What follows belongs to an exercise in optimizing a design on an open flow for small area, a short achievable clock period and few clock cycles per item; a production flow would make more cautious choices.
Function was checked by simulation only, so behaviour that the tests miss may differ from the original.

==> flow/design.v (excerpt) <==
module e_mdu (
  input  logic        clk,
  input  logic        reset,
  input  logic        start,
  input  logic [3:0]  md_op,
  input  logic [31:0] rs_val,
  input  logic [31:0] rt_val,
  output logic        busy,
  output logic [31:0] mu_result,
  output logic [31:0] hi,
  output logic [31:0] lo
);
Size: about 170 I/O pins, ~39000 sq um of cells after synthesis.
clock: 110.0 ns
lec_check: 0
abc_area: 1
cap_margin: 20
core_margin: 2
core_utilization: 50
slew_margin: 20
synth_hierarchical: 1
standard.sh (not shown) runs the stock make flow with config.mk's settings and CLKGATE_MAP_FILE= SYNTH_SCRIPT=/design/flow/synth_recipe.tcl, a recipe that flattens the netlist after the stock synthesis.
==> flow/flow/run.sh <==
#!/bin/bash
# Standard layout, with every port buffered by the smallest plain buffer instead of the
# delay buffer that buffer_ports picks by default, and timing repair aiming for 65 ns of
# setup slack, so that it sizes up the md_op -> mu_result read path (the one path that
# sets the achieved period) instead of stopping at 0 ns.
set -e
export BUFFER_PORTS_ARGS="-buffer_cell sky130_fd_sc_hd__buf_1"
bash standard.sh SETUP_SLACK_MARGIN=65 finish > standard_flow.log 2>&1
Testbench counts at the start, summed over its fixed seeds: cycles 5,606, ops 4,000.
Change:
--- a/flow/design.v
+++ b/flow/design.v
@@ -2532,40 +2532,40 @@
   mdu_fa u_s1212 (.a(k1083), .b(s1084), .c(s951), .s(s1212), .co(k1213));
   mdu_fa u_s1214 (.a(k1085), .b(s1086), .c(s955), .s(s1214), .co(k1215));
   mdu_fa u_s1216 (.a(k1087), .b(s1088), .c(s959), .s(s1216), .co(k1217));
   mdu_fa u_s1218 (.a(k1089), .b(s1090), .c(s963), .s(s1218), .co(k1219));
   mdu_fa u_s1220 (.a(k1091), .b(s1092), .c(s967), .s(s1220), .co(k1221));
   mdu_fa u_s1222 (.a(k1093), .b(s1094), .c(s971), .s(s1222), .co(k1223));
   mdu_fa u_s1224 (.a(k1095), .b(s1096), .c(pp16[30]), .s(s1224), .co(k1225));
   mdu_fa u_s1226 (.a(k1097), .b(s1098), .c(pp16[31]), .s(s1226), .co(k1227));
   assign r0 = {k1225, k1223, k1221, k1219, k1217, k1215, k1213, k1211, k1209, k1207, k1205, k1203, k1201, k1199, k1197, k1195, k1193, k1191, k1189, k1187, k1185, k1183, k1181, k1179, k1177, k1175, k1173, k1171, k1169, k1167, k1165, k1163, k1161, k1159, k1157, k1155, k1153, k1151, k1149, k1147, k1145, k1143, k1141, k1139, k1137, k1135, k1133, k1131, k1129, k1127, k1125, k1123, k1121, k1119, k1117, k1115, k1113, k1111, k1109, k1107, k1105, k1103, k1101, s1100};
   assign r1 = {s1226, s1224, s1222, s1220, s1218, s1216, s1214, s1212, s1210, s1208, s1206, s1204, s1202, s1200, s1198, s1196, s1194, s1192, s1190, s1188, s1186, s1184, s1182, s1180, s1178, s1176, s1174, s1172, s1170, s1168, s1166, s1164, s1162, s1160, s1158, s1156, s1154, s1152, s1150, s1148, s1146, s1144, s1142, s1140, s1138, s1136, s1134, s1132, s1130, s1128, s1126, s1124, s1122, s1120, s1118, s1116, s1114, s1112, s1110, s1108, s1106, s1104, s1102, neg[0]};
   logic [64:0] cy;
   assign cy[0] = 1'b0;
-  for (genvar i = 0; i < 44; i++) begin : g_b0
+  for (genvar i = 0; i < 40; i++) begin : g_b0
     assign y[i] = r0[i] ^ r1[i] ^ cy[i];
     assign cy[i+1] = (r0[i] & r1[i]) | (r0[i] & cy[i]) | (r1[i] & cy[i]);
   end
-  logic [64:44] c0_1, c1_1;
-  logic [63:44] s0_1, s1_1;
-  assign c0_1[44] = 1'b0;
-  assign c1_1[44] = 1'b1;
-  for (genvar i = 44; i < 64; i++) begin : g_b1
+  logic [64:40] c0_1, c1_1;
+  logic [63:40] s0_1, s1_1;
+  assign c0_1[40] = 1'b0;
+  assign c1_1[40] = 1'b1;
+  for (genvar i = 40; i < 64; i++) begin : g_b1
     assign s0_1[i] = r0[i] ^ r1[i] ^ c0_1[i];
     assign c0_1[i+1] = (r0[i] & r1[i]) | (r0[i] & c0_1[i]) | (r1[i] & c0_1[i]);
     assign s1_1[i] = r0[i] ^ r1[i] ^ c1_1[i];
     assign c1_1[i+1] = (r0[i] & r1[i]) | (r0[i] & c1_1[i]) | (r1[i] & c1_1[i]);
   end
-  assign y[63:44] = cy[44] ? s1_1 : s0_1;
-  assign cy[64] = cy[44] ? c1_1[64] : c0_1[64];
+  assign y[63:40] = cy[40] ? s1_1 : s0_1;
+  assign cy[64] = cy[40] ? c1_1[64] : c0_1[64];
 endmodule
 module mdu_fa (
   input  logic a,
   input  logic b,
   input  logic c,
   output logic s,
   output logic co
 );
   assign s  = a ^ b ^ c;
   assign co = (a & b) | (a & c) | (b & c);
 endmodule
 module mdu_ha (
Global-route usage rises by 0.12 points.
Setup slack loses 25 ps.
Maximum frequency barely changes.
Hold slack gets worse by 20 ps.
Area after synthesis climbs slightly.
Die area increases slightly.
Wire length goes up slightly.
Utilization barely changes.
Clock-buffer cell count is unchanged.
Testbench counts after the change, summed over its fixed seeds: cycles 5,606, ops 4,000.

-- afterwards: timing with drivers on the ports --
Ports are ideal in the flow. The routed layouts listed here were re-timed in OpenROAD.
Step 1: set_driving_cell puts a clkbuf_16 on clk and a buf_2 on each other input, an assumption about the parent block.
Step 2 moves the port delays by t, midway between the first and last clock arrival at a register: inputs arrive t later, outputs are due t later. That takes back most of the time a late clock gives input paths.
Three values: no drivers, after step 1, after step 2; two values: the first two.
run	shift t [ns]	setup WS [ns]	clock arrival spread, ns	slew at the worst register clock pin (ns)
the first run	0.450	65.004 / 64.974 / 64.974	0.016 / 0.016	0.10 / 0.10
the second run	0.441	64.980 / 64.954 / 64.954	0.014 / 0.014	0.09 / 0.09
After both steps every run listed still meets setup and hold. For the first run, which loses most, drivers alone change the setup slack by -0.030 ns; drivers and shift together by -0.030 ns.
